What follows belongs to an exercise in optimizing a design on an open flow for small area and a short achievable clock period; a production flow would make more cautious choices.
Function was not checked in any run shown here: the RTL went through the layout flow alone.
Power is estimated from default activity; no workload was simulated.

<file path="constraint.sdc">
create_clock -name core_clock -period 5.5 [get_ports {clk}]
set_input_delay 1.1000 -clock core_clock [delete_from_list [all_inputs] [get_ports {clk}]]
set_output_delay 1.1000 -clock core_clock [all_outputs]
set_load 0.01 [all_outputs]
</file>
<file path="design.v">
package fpalu_pkg;
	typedef logic [5:0] exp_t;	 
	typedef logic [21:0] man_t;	 
	typedef logic [4:0] hexp_t;	 
	typedef logic [22:0] sum_t;
	typedef logic [4:0] shamt_t;
	typedef enum logic {
		OP_ADD = 1'b0,	 
		OP_MUL = 1'b1	 
	} fpalu_op_t;
	localparam int AL_EXP_BIAS = 31;	 
	localparam int ML_EXP_BIAS = 15;	 
	localparam int ML_MAN_BITS = 11;	 
	localparam int PP_BITS = 12;	 
	function automatic logic [45:0] csa(input logic [22:0] a, input logic [22:0] b, input logic [22:0] c);
		logic [22:0] s, cy;
		s = a ^ b ^ c;
		cy = (a & b) | (a & c) | (b & c);
		csa = {s, cy[21:0], 1'b0};
	endfunction
endpackage
module exp_lt (
	input  logic [5:0] a,
	input  logic [5:0] b,
	output logic       lt	 
);
	logic [5:0] g, e;
	always_comb begin
		g = ~a & b;	 
		e = ~(a ^ b);
		lt = g[5] | (e[5] & g[4]) | (e[5] & e[4] & g[3])
			| (e[5] & e[4] & e[3] & (g[2] | (e[2] & g[1]) | (e[2] & e[1] & g[0])));
	end
endmodule
module operand_align (
	input  logic [22:0] man,
	input  logic [5:0]  d,
	output logic [22:0] sh
);
	always_comb begin
		sh = man;
		if (d[0]) sh = sh >> 1;
		if (d[1]) sh = sh >> 2;
		if (d[2]) sh = sh >> 4;
		if (d[3]) sh = sh >> 8;
		if (d[4]) sh = sh >> 16;
		if (d[5]) sh = '0;
	end
endmodule
module booth_enc (
	input  logic [10:0] y,
	output logic [5:0]  one,	 
	output logic [5:0]  two,	 
	output logic [5:0]  neg	 
);
	logic [12:0] yz;	 
	always_comb begin
		yz = {1'b0, y, 1'b0};
		for (int k = 0; k < 6; k++) begin
			logic [2:0] g;
			g = yz[2*k +: 3];
			one[k] = g[0] ^ g[1];
			two[k] = (g == 3'b011) || (g == 3'b100);
			neg[k] = g[2] & ~(g[1] & g[0]);	 
		end
	end
endmodule
module booth_mul (
	input  logic [10:0] m,	 
	input  logic [5:0]  one,
	input  logic [5:0]  two,
	input  logic [5:0]  neg,
	output logic [22:0] row_a,
	output logic [22:0] row_b,
	output logic [22:0] row_c
);
	localparam logic [7:0] K_HI = 8'hD5;
	logic [5:0][11:0]  e;	 
	logic [5:0][22:0]  r;
	always_comb begin
		for (int k = 0; k < 6; k++)
			e[k] = (({12{one[k]}} & {1'b0, m}) | ({12{two[k]}} & {m, 1'b0})) ^ {12{neg[k]}};
		r[0] = {K_HI, ~neg[0], neg[0], neg[0], e[0]};
		for (int k = 1; k < 5; k++)
			r[k] = 23'({~neg[k], e[k], 1'b0, neg[k-1]}) << (2 * k - 2);
		r[5] = 23'({e[5], 1'b0, neg[4]}) << 8;	 
	end
	logic [22:0] s1a, c1a, s1b, c1b;
	always_comb begin
		{s1a, c1a} = fpalu_pkg::csa(r[0], r[1], r[2]);
		{s1b, c1b} = fpalu_pkg::csa(r[3], r[4], r[5]);
		{row_a, row_b} = fpalu_pkg::csa(s1a, c1a, s1b);
		row_c = c1b;
	end
endmodule
module lzc23 (
	input  logic [22:0] w,
	output logic [4:0]  n	 
);
	always_comb begin
		n = 5'd23;
		for (int k = 0; k < 23; k++)
			if (w[k])
				n = 5'(22 - k);
	end
endmodule
module lzc11 (
	input  logic [10:0] w,
	output logic [3:0]  n	 
);
	always_comb begin
		n = 4'd11;
		for (int k = 0; k < 11; k++)
			if (w[k])
				n = 4'(10 - k);
	end
endmodule
module lza23 (
	input  logic [22:0] x,
	input  logic [22:0] y,
	input  logic        ci,
	output logic [4:0]  n
);
	logic [22:0] f;
	logic [22:0] o;	 
	always_comb begin
		o = {x[21:0] | y[21:0], ci};
		f = ~(x ^ y) & o;
	end
	lzc23 u_lzc (
		.w(f),
		.n(n)
	);
endmodule
module sum_normalize (
	input  logic [22:0] w,
	input  logic [4:0]  z,
	input  logic        nc,	 
	output logic [22:0] sh,
	output logic        c
);
	always_comb begin
		sh = w;
		if (z[4]) sh = sh << 16;
		if (z[3]) sh = sh << 8;
		if (z[2]) sh = sh << 4;
		if (z[1]) sh = sh << 2;
		if (z[0]) sh = sh << 1;
		c = ~nc & ~sh[22];
	end
endmodule
module fpalu_top (
	input  logic                 clk,
	input  logic                 rst,
	input  logic                 in_valid,
	input  fpalu_pkg::fpalu_op_t op,
	input  logic                 a_sgn,
	input  fpalu_pkg::exp_t      a_exp,
	input  fpalu_pkg::man_t      a_man,
	input  logic                 b_sgn,
	input  fpalu_pkg::exp_t      b_exp,
	input  fpalu_pkg::man_t      b_man,
	output logic                 out_valid,
	output logic                 y_sgn,
	output fpalu_pkg::exp_t      y_exp,
	output fpalu_pkg::man_t      y_man
);
	logic        a_lt_b, lt, mul;
	logic [5:0]  dab;
	logic        nz_a, nz_b;
	logic [10:0] sb;
	logic [5:0]  one, two, neg;
	logic [3:0]  lb;
	exp_lt u_lt (
		.a (a_exp),
		.b (b_exp),
		.lt(a_lt_b)
	);
	always_comb begin
		mul = (op == fpalu_pkg::OP_MUL);
		lt = a_lt_b & ~mul;
		dab = a_exp - b_exp;
		nz_a = (a_exp[4:0] != '0);
		nz_b = (b_exp[4:0] != '0);
		sb = {nz_b, b_man[9:0]};
	end
	booth_enc u_enc (
		.y  (sb),
		.one(one),
		.two(two),
		.neg(neg)
	);
	lzc11 u_lzb (
		.w(sb),
		.n(lb)
	);
	logic        v1, mul1, lt1, sa1, sb1;
	logic [5:0]  ea1, eb1, d1;
	logic [21:0] ml1;
	logic [22:0] mr1;
	always_ff @(posedge clk) begin
		v1 <= in_valid & ~rst;
		mul1 <= mul;
		lt1 <= lt;
		sa1 <= a_sgn;
		sb1 <= b_sgn;
		ea1 <= a_exp;
		eb1 <= b_exp;
		d1 <= dab ^ {6{a_lt_b}};
		if (mul) begin
			ml1 <= {6'({1'b0, a_exp[4:0]} + {1'b0, b_exp[4:0]} + 6'd3), 5'b0, nz_a, a_man[9:0]};
			mr1 <= {5'b0, lb, neg, two, one};
		end else begin
			ml1 <= lt ? b_man : a_man;
			mr1 <= lt ? {1'b0, a_man} : {b_man, 1'b0};
		end
	end
	logic [22:0] rsh;
	logic [21:0] rm;
	logic        lz, sub, sl, sr;
	logic [5:0]  el, er;
	logic [22:0] pa, pb, pc;
	logic [3:0]  la;
	logic        pz;
	logic [5:0]  pexp;
	logic [4:0]  pzc;
	operand_align u_align (
		.man(mr1),
		.d  (d1),
		.sh (rsh)
	);
	booth_mul u_mul (
		.m    (ml1[10:0]),
		.one  (mr1[5:0]),
		.two  (mr1[11:6]),
		.neg  (mr1[17:12]),
		.row_a(pa),
		.row_b(pb),
		.row_c(pc)
	);
	lzc11 u_lza (
		.w(ml1[10:0]),
		.n(la)
	);
	always_comb begin
		lz = (ml1 == '0);	 
		sub = sa1 ^ sb1;
		rm = lt1 ? mr1[21:0] : mr1[22:1];	 
		sl = lt1 ? sb1 : sa1;
		sr = lt1 ? sa1 : sb1;
		el = lt1 ? eb1 : ea1;
		er = lt1 ? ea1 : eb1;
		pz = (la == 4'd11) || (mr1[21:18] == 4'd11);
		pexp = ml1[21:16] + (pz ? 6'd0 : 6'(!ml1[10]) + 6'(eb1[4:0] == '0));
		pzc = pz ? 5'd23 : 5'(5'd1 + la + mr1[21:18]);
	end
	logic        v2, sg2, byp2, ci2, mul2;
	logic [5:0]  e2;
	logic [4:0]  zm2;
	logic [22:0] x2, y2, c2;
	always_ff @(posedge clk) begin
		v2 <= v1 & ~rst;
		mul2 <= mul1;
		zm2 <= pzc;
		if (mul1) begin
			x2 <= pa;
			y2 <= pb;
			c2 <= pc;
			ci2 <= 1'b0;
			e2 <= pexp;
			sg2 <= sub;
			byp2 <= 1'b0;
		end else if (lz) begin
			x2 <= {rm, 1'b0};
			y2 <= '0;
			c2 <= '0;
			ci2 <= 1'b0;
			e2 <= er;
			sg2 <= sr;
			byp2 <= 1'b1;
		end else begin
			x2 <= {1'b0, ml1};
			y2 <= {1'b0, rsh[22:1]} ^ {23{sub}};
			c2 <= '0;
			ci2 <= sub;
			e2 <= el + 6'd1;
			sg2 <= sl;
			byp2 <= 1'b0;
		end
	end
	logic [22:0] s3a, c3a;
	logic [24:0] sum;
	logic [22:0] w;
	logic        wrap;
	logic [4:0]  zl, zs, z;
	lza23 u_lzant (
		.x (x2),
		.y (y2),
		.ci(ci2),
		.n (zl)
	);
	always_comb begin
		{s3a, c3a} = fpalu_pkg::csa(x2, y2, c2);
		sum = {1'b0, s3a, 1'b0} + {1'b0, c3a[22:1], ci2, 1'b0};
		w = sum[23:1];
		wrap = ci2 & ~sum[24];
		zs = mul2 ? zm2 : (byp2 ? 5'd0 : zl);
		z = wrap ? 5'd0 : zs;
	end
	logic        v3, sg3, nc3;
	logic [5:0]  e3;
	logic [4:0]  z3;
	logic [22:0] w3;
	always_ff @(posedge clk) begin
		v3 <= v2 & ~rst;
		w3 <= w;
		z3 <= z;
		nc3 <= byp2 | (zs == 5'd23);
		e3 <= e2;
		sg3 <= sg2;
	end
	logic [22:0] nw;
	logic        c;
	sum_normalize u_norm (
		.w  (w3),
		.z  (z3),
		.nc (nc3),
		.sh (nw),
		.c  (c)
	);
	logic        c4, sg4;
	logic [5:0]  ez0, ez1;
	logic [22:0] w4;
	always_ff @(posedge clk) begin
		out_valid <= v3 & ~rst;
		sg4 <= sg3;
		w4 <= nw;
		c4 <= c;
		ez0 <= e3 - 6'(z3);
		ez1 <= e3 - 6'(z3) - 6'd1;
	end
	always_comb begin
		y_sgn = sg4;
		y_man = c4 ? w4[21:0] : w4[22:1];
		y_exp = c4 ? ez1 : ez0;
	end
endmodule
</file>
<file path="standard.sh">
#!/bin/bash
# synth_recipe.tcl (not shown) runs the flow's synth.tcl, then flattens the netlist and writes it again
# the make line also repeats each setting of config.mk as NAME=value (left out here)
make -C /OpenROAD-flow-scripts/flow DESIGN_CONFIG=/design/flow/config.mk WORK_HOME=/design/flow/orfs CLKGATE_MAP_FILE= SYNTH_SCRIPT=/design/flow/synth_recipe.tcl "${@:-finish}"
</file>
<file path="config.mk">
export PLATFORM = sky130hd
export DESIGN_NAME = fpalu_top
export DESIGN_NICKNAME = fpalu_top
export VERILOG_FILES = /design/flow/design.v
export SDC_FILE = /design/flow/constraint.sdc
export NUM_CORES = 4
export LEC_CHECK = 0
export CAP_MARGIN = 20
export CORE_MARGIN = 2
export CORE_UTILIZATION = 40
export SETUP_SLACK_MARGIN = 2.5
export SLEW_MARGIN = 20
</file>
<file path="flow/run.sh">
#!/bin/bash
# Standard layout, with the port buffers made from plain buffers instead of
# the delay cells buffer_ports picks by default.
set -euo pipefail
cd "$(dirname "$0")/.."
bash standard.sh synth > synth.log 2>&1
bash standard.sh "BUFFER_PORTS_ARGS=-buffer_cell sky130_fd_sc_hd__buf_2" finish > layout.log 2>&1
</file>
==> summary.txt, run 1 <==
Status
  – Status: complete, no violations

Cells and area
  – Nets: between 1500 and 2000
  – Area Overhead vs Synth: 12.1%
  – Layout Cells excl Fill: 2291
  – Fillers: 3659
  – Design area: 0.0172 sq mm
  – Layout cell share with drive strength beyond 1: 15.7%
  – Ant diodes: 0

Synthesis
  – Synth warn: 9
  – Post-synthesis sequential area ratio: 28.6%
  – Most common library cells after synthesis: dfxtp_1, inv_1, xnor2_1, nor2_1, ha_1
  – Synth Flop Type: dfxtp_1
  – Distinct cells, synth: 79
  – Async set or reset register ratio after synthesis: 0%
  – Synth area leader: dfxtp_1
  – Syn_nets: 1941
  – Cells taking the most area after synthesis: dfxtp_1, ha_1, xnor2_1
  – Post-synth top area share: 28.6%
  – Synth Cell Area: 0.0154 sq mm
  – Syn Inst Count: between 1500 and 2000
  – Average size of a mapped cell: 8.92 sq um
  – Register bit count reported by yosys: 219
  – Number of synthesized flops with an enable pin: 0
  – Most common cell in the netlist: dfxtp_1

Worst hold path
  – Hold Path Stages: 0
  – WHS Endpoint: sg4
  – Hold_sp: sg3
  – Min-Delay Path Class: register to register

Floorplan
  – Die extent in y: 200 um
  – Rows: 71
  – Initial Utilization: 40.7%
  – Total core area: 0.0378 sq mm
  – Die X: about 200 um
  – I/O pin count: ~90
  – Die area: approximately 0.040 sq mm

Power
  – Max IR drop VDD: 0.000278 V
  – PwrDens: 556 mW/mm^2
  – LEAKAGE: 7.31 nW

Critical path
  – Worst-path cell chain: inv_2 -> ha_4 -> ha_4 -> fa_2 -> a211o_1 -> a2111oi_4 -> o31a_1 -> buf_4 -> o21bai_1 -> a21o_1 -> a311o_1
  – CP Capture Type: register
  – Critical Path Max Stage Delay: 370 ps
  – Worst r2r src: x2[0]
  – CP Data Arrival Time: 3360 ps
  – Reg-to-Reg End: w3[16]
  – WS Path Type: register to register
  – Reg2Reg Setup Slack: 2560 ps
  – Cells on worst reg2reg path: 11
  – Worst EP required: ~5900 ps
  – Most used cell, CP: ha_4
  – CP Max Fanout: 3
  – CP startpoint kind: register
  – Slowest cell on crit path: a2111oi_4

STA
  – Final min period: 2940 ps
  – Final setup fails: 0
  – Final period utilization: 53.4%
  – Max Freq: 341 MHz
  – Fin Setup TNS: 0 ps
  – Worst slew margin: approximately 31%
  – Slew Limit Fails: 0
  – RSZ-0062 raised after global routing: true
  – Final Hold Violating Endpoints: 0
  – Worst Tran Pin Value: 1040 ps
  – Clock Skews: roughly 23 ps
  – Hold_ws: approximately 330 ps

Route
  – Wirelength per Cell: 18.3 um
  – DRC: 0
  – 1st-iter DRT viols: 1095
  – Vias: 12546
  – Final wirelength: 42000 um
  – ANT nets after route: 0
  – Vias/cell: ~5.5
  – Drt pass-1 iters: 5

Global route
  – Total GRT Usage: 21.0%
  – GRT Residual Overflow: 0
  – Pin count of the biggest net entering global routing: 78
  – Vias in the first global route: 12272
  – Initial antenna violation count: 0
  – First-pass GRT wire length: 66300 um

Place
  – Placed Area: roughly 0.016 sq mm
  – Routability cong.: 0.914
  – Port Buf Inserts: 91
  – Placed cells: between 2000 and 2500
  – DP HPWL: 31400 um

Run
  – Max-Cap Viols: 0

CTS
  – CTS tree: built
  – # clock sinks: 219
  – CTS buffer count: 25
  – Root buffer cell: clkbuf_16
  – Clk Latency, worst-skew pair: 540 ps
  – CTS clock-pin slew for the worst setup and hold paths: roughly 60 ps
  – H-tree levels: 1
  – Max Root-Sink Buffers: 3
how the worst max path moves through the flow:
stage	startpoint	endpoint	slack, ps
final	x2[0]	w3[16]	2560
after CTS	y2[0]	w3[16]	2500
after global routing	x2[0]	w3[22]	2480
after floorplan	y2[0]	w3[22]	2520
after detailed placement	a_exp[1]	ml1[2]	1430
after global placement	a_exp[1]	ml1[6]	1500
timing repair:
item / 4_1_cts / 5_1_grt
gates cloned: 0 / 0
buffers inserted: 3 / 10
gates resized for setup: 22 / 16
setup endpoints to repair: 55 / 24
pin swaps: 5 / 11
hold buffers: 0 / 0
per-stage QoR:
stage,util (%),worst slack [ps],power (mW)
finish,45.6,2560,9.57
global route,45.6,2480,10.3
CTS,45.2,2500,9.51
detailed placement,42.8,1430,7.74
global placement,42.8,1500,7.65
floorplan,-,2520,6.38
placed cells by master (no fill, tap or decap), types with 20 or more instances in the layout:
cell type,synthesis,routed
dfxtp_1,219,203
inv_1,130,128
xnor2_1,119,119
nor2_1,112,112
ha_1,107,103
buf_2,11,91
nand2_1,90,90
mux2i_1,87,87
o21ai_0,83,83
a21oi_1,74,74
a22oi_1,65,65
nand3_1,58,58
mux2_2,58,58
fa_1,51,50
nor3_1,37,37
buf_4,4,31
nor2b_1,28,28
clkbuf_16,0,25
o22ai_1,20,20
a31oi_1,21,20
a21o_1,20,20
cell families (layout without fill, tap and decap cells):
group / count (synthesis) / after routing / synth area share, %
buffers and inverters: 243 / 302 / 6.18
DFF: 219 / 219 / 28.6
muxes: 165 / 165 / 12.3
and+or+nand+nor: 397 / 397 / 12.5
adders and majority gates: 158 / 158 / 15.4
xor gates and xnor gates: 135 / 135 / 7.70
AOI/OAI and AO/OA: 404 / 404 / 17.4
critical path, delay by kind of cell (launching register included):
kind	cells	cell delay, ps
AO/OA/AOI/OAI	6	1530
adder cells (fa/ha/maj)	3	770
flip-flops	1	330
buffers and inverters	2	190
power by group:
part	switching, mW	leakage [nW]	total (mW)	internal (mW)
registers	0.582	1.84	2.71	2.12
logic	2.78	5.07	5.26	2.48
clock network	0.672	0.392	1.60	0.928
total	4.04	7.31	9.57	5.53
layout make-up:
type | count | area (sq um) | area share [%]
tap | 511 | 639 | 3.71
clock inverter | 10 | 80.1 | 0.465
inverter | 134 | 503 | 2.92
timing repair buffer | 122 | 688 | 4.00
multi-input combinational | 1259 | 10200 | 59.0
sequential | 219 | 4410 | 25.6
clock buffer | 36 | 727 | 4.22
state kept, by name (all words and copies together) (netlist names), 5 cells and up:
signal,flops
ea1,6
ml1,22
w4,23
e2,6
z3,5
eb1,6
x2,23
e3,6
y2,23
ez1,6
mr1,23
d1,6
zm2,5
w3,23
c2,14
ez0,6
routing by layer:
layer	up-vias	global-route usage (%)	part of all wire [%]
met2	380	35.1	46
met4	0	8.64	3.9
met1	5954	27.6	45
met3	94	2.44	4.6
li1	6118	-	-
met5	-	0	0
==> run 2, diff against run 1 <==
--- a/config.mk
+++ b/config.mk
@@ -9,4 +9,4 @@
 export CORE_MARGIN = 2
 export CORE_UTILIZATION = 40
-export SETUP_SLACK_MARGIN = 2.5
+export SETUP_SLACK_MARGIN = 3.0
 export SLEW_MARGIN = 20
==> summary.txt, run 2 <==
Critical path
  – CP Max Fanout: 3 (unchanged)
  – Worst-path cell chain: inv_2 -> ha_4 -> ha_4 -> fa_2 -> a211o_4 -> a2111oi_4 -> o31a_1 -> buf_4 -> buf_6 -> o21bai_1 -> a21o_1 -> a311o_1
  – Buf+Inv Stages, Crit Path: 3 (+1)
  – Most used cell, CP: ha_4
  – WS Path Type: register to register
  – Critical Path Max Stage Delay: 360 ps (about the same)
  – Reg2Reg Setup Slack: 2530 ps (-30 ps)
  – CP startpoint kind: register
  – CP Capture Type: register
  – Cells on worst reg2reg path: 12 (+1)
  – Worst EP required: 5930 ps (about the same)
  – CP Data Arrival Time: 3400 ps (+40 ps)
  – Slowest cell on crit path: fa_2
  – Reg-to-Reg End: w3[16]
  – Worst r2r src: y2[0]
  – Delay-heaviest family, CP: compound AO/OA/AOI/OAI gates

Floorplan
  – Die area: 0.0400 sq mm (unchanged)
  – Initial Utilization: 40.7% (unchanged)
  – Die X: 200 um (unchanged)
  – I/O pin count: 92 (unchanged)
  – Rows: 71 (unchanged)
  – Total core area: 0.0378 sq mm (unchanged)
  – Die extent in y: 200 um (unchanged)

Route
  – Vias/cell: 5.54 (+1.1%)
  – Routed length on met2: 21100 um (+8.7%)
  – ANT nets after route: 0 (unchanged)
  – Wirelength per Cell: 19.1 um (+4.5%)
  – 1st-iter DRT viols: 1006 (-8.1%)
  – M1 WL: 19200 um (+0.98%)
  – Top layer reached by signal wires: met4
  – DRC: 0 (unchanged)
  – Final wirelength: 44700 um (+6.5%)
  – Metal3 WL: 2720 um (+40%)
  – Drt pass-1 iters: 6 (+1)
  – Vias: 12936 (+3.1%)

Global route
  – First-pass GRT wire length: 70400 um (+6.2%)
  – Total GRT Usage: 22.3% (+1.4 points)
  – Pin count of the biggest net entering global routing: 78 (unchanged)
  – Initial antenna violation count: 0 (unchanged)
  – Vias in the first global route: 12737 (+3.8%)
  – GRT Residual Overflow: 0 (unchanged)

Place
  – Routability cong.: 0.923 (+1.0%)
  – DP HPWL: 31800 um (+1.4%)
  – Port Buf Inserts: 91 (unchanged)
  – Worst slack, placed: 1960 ps (+527 ps)

CTS
  – CTS tree: built
  – # clock sinks: 219 (unchanged)
  – Max Root-Sink Buffers: 3 (unchanged)
  – Root buffer cell: clkbuf_16
  – CTS buffer count: 26 (+4.0%)
  – CTS clock-pin slew for the worst setup and hold paths: 60 ps (about the same)
  – Hold-fix buffers, CTS: 0 (unchanged)
  – H-tree levels: 1 (unchanged)
  – Clk Latency, worst-skew pair: 550 ps (about the same)

Run
  – Max-Cap Viols: 0 (unchanged)

Status
  – Status: complete, no violations

Power
  – Flop pwr share: 24.3% (-4.0 points)
  – PwrDens: 591 mW/mm^2 (+6.3%)
  – LEAKAGE: 7.81 nW (+6.9%)
  – Pint: 6.47 mW (+17%)
  – Switching part of the total: 40.9% (-1.3 points)
  – Clock power share: 16.6% (about the same)
  – Logic gate share of total power: 59.1% (+4.1 points)
  – P_sw: 4.47 mW (+11%)
  – Max IR drop VDD: 0.000290 V (+4.2%)

Worst hold path
  – Hold_sp: e2[1]
  – WHS Endpoint: e3[1]
  – Min-Delay Path Class: register to register
  – Hold Path Stages: 0 (unchanged)

STA
  – Hold_ws: 313 ps (-13.5 ps)
  – Worst slew margin: 46.0% (+15 points)
  – Worst Tran Pin Value: 811 ps (-225 ps)
  – Clock Skews: 12.8 ps (-10.6 ps)
  – Final period utilization: 54.0% (+0.58 points)
  – Max Freq: 337 MHz (-1.1%)
  – Final min period: 2970 ps (+32.2 ps)
  – Final setup fails: 0 (unchanged)
  – RSZ-0062 raised after global routing: true
  – Final Hold Violating Endpoints: 0 (unchanged)
  – Post-route setup slack: 2530 ps (-32.2 ps)
  – Fin Setup TNS: 0 ps (unchanged)
  – Slew Limit Fails: 0 (unchanged)

Synthesis
  – Post-synthesis sequential area ratio: 28.6% (unchanged)
  – Average size of a mapped cell: 8.92 sq um (unchanged)
  – Async set or reset register ratio after synthesis: 0% (unchanged)
  – Most common cell in the netlist: dfxtp_1
  – Syn_nets: 1941 (unchanged)
  – Syn Inst Count: 1721 (unchanged)
  – Distinct cells, synth: 79 (unchanged)
  – Synth Cell Area: 0.0154 sq mm (unchanged)
  – Register bit count reported by yosys: 219 (unchanged)
  – Synth warn: 9 (unchanged)
  – Synth Flop Type: dfxtp_1
  – Most common library cells after synthesis: dfxtp_1, inv_1, xnor2_1, nor2_1, ha_1
  – Cells taking the most area after synthesis: dfxtp_1, ha_1, xnor2_1
  – Synth area leader: dfxtp_1
  – Number of synthesized flops with an enable pin: 0 (unchanged)
  – Post-synth top area share: 28.6% (unchanged)

Cells and area
  – Fin util: 49.0% (+3.4 points)
  – Fillers: 3512 (-4.0%)
  – Area Overhead vs Synth: 20.5%
  – Register area: 0.00446 sq mm (+0.96%)
  – Multi-input logic area: 0.0106 sq mm (+4.7%)
  – Most frequent cells in the layout: dfxtp_1, inv_1, xnor2_1
  – Layout cell share with drive strength beyond 1: 21.7% (+6.0 points)
  – Nets: 2025 (+2.2%)
  – Commonest non-fill, non-tap cell in the layout: dfxtp_1
  – Ant diodes: 0 (unchanged)
==> run 2: how the worst max path moves through the flow <==
stage | to | slack, ps | startpoint | cells past startpoint
3_3_place_gp | ml1[8] | 2000 | a_exp[1] | 10
6_report | w3[16] | 2530 | y2[0] | 12
3_5_place_dp | ml1[0] | 1960 | a_exp[1] | 10
5_1_grt | w3[22] | 2430 | y2[0] | 11
2_1_floorplan | w3[22] | 2710 | y2[0] | 11
4_1_cts | w3[22] | 2560 | y2[0] | 11
==> run 2: what timing repair did <==
action / in CTS / in global routing
gates resized for setup: 145 / 64
gates cloned: 4 / 0
buffers inserted: 30 / 20
endpoints found under the setup margin: 152 / 114
pin swaps: 25 / 27
==> run 2: power groups by stage <==
stage          Combinational (mW)  Clock (mW)  Sequential (mW)
3_3_place_gp                 5.02           0             2.69
5_1_grt                      7.07        1.91             2.72
2_1_floorplan                4.06           0             2.36
3_5_place_dp                 5.09           0             2.70
6_report                     6.46        1.82             2.66
4_1_cts                      6.02        1.86             2.65
==> run 2: routing by layer <==
metal,track usage [%],up-vias
met1,29.5,6115
li1,-,6214
met2,37.3,506
met4,8.04,0
met5,0,-
met3,3.02,101
==> run 2: metrics by stage <==
step | instance area [sq um] | std cells | power, mW
after global placement | 16200 | 2234 | 7.71
after floorplan | 15500 | 1721 | 6.42
after CTS | 18100 | 2316 | 10.5
after detailed placement | 16200 | 2234 | 7.80
final | 18500 | 2336 | 10.9
after global routing | 18500 | 2336 | 11.7
==> run 2: cell families (layout without fill, tap and decap cells) <==
family          count (synthesis)  in the layout  share of synthesized area, %
xor+xnor                      135            135                          7.70
compound gates                404            405                          17.4
fa+ha+maj                     158            158                          15.4
buf+inv                       243            346                          6.18
flops                         219            219                          28.6
simple gates                  397            397                          12.5
mux                           165            165                          12.3
==> run 2: cell type report <==
cell class	count	area share, %
timing repair buffer	163	7.15
clock inverter	14	1.08
sequential	219	24.1
tap	511	3.46
timing repair inverter	1	0.0406
inverter	134	2.82
clock buffer	34	3.90
multi-input combinational	1260	57.5

==> static timing again, ports no longer ideal <==
The flow's constraints put no driver on any port. The routed layouts listed below were extracted and timed again, unchanged, in two steps.
Step 1 sets driving cells, clkbuf_16 on the clock port and buf_2 on the other inputs (assumed; they add their load-dependent delay and slew).
Step 2 also shifts input and output timing later by t, the mid clock arrival at the registers, as if the neighbouring blocks saw the same clock.
Slacks: ideal / step 1 / step 2; pairs: ideal / step 1.
run | t, ns | setup slack, ns | hold slack, ns | pins driven straight from the clock port
run 1 | 0.585 | 2.564 / 2.564 / 2.106 | 0.326 / 0.326 / 0.326 | 1
run 2 | 0.595 | 2.532 / 2.532 / 2.513 | 0.313 / 0.313 / 0.313 | 1
After both steps every run listed still meets setup and hold. For run 1, which loses most, drivers alone change the setup slack by 0.000 ns; drivers and shift together by -0.458 ns.
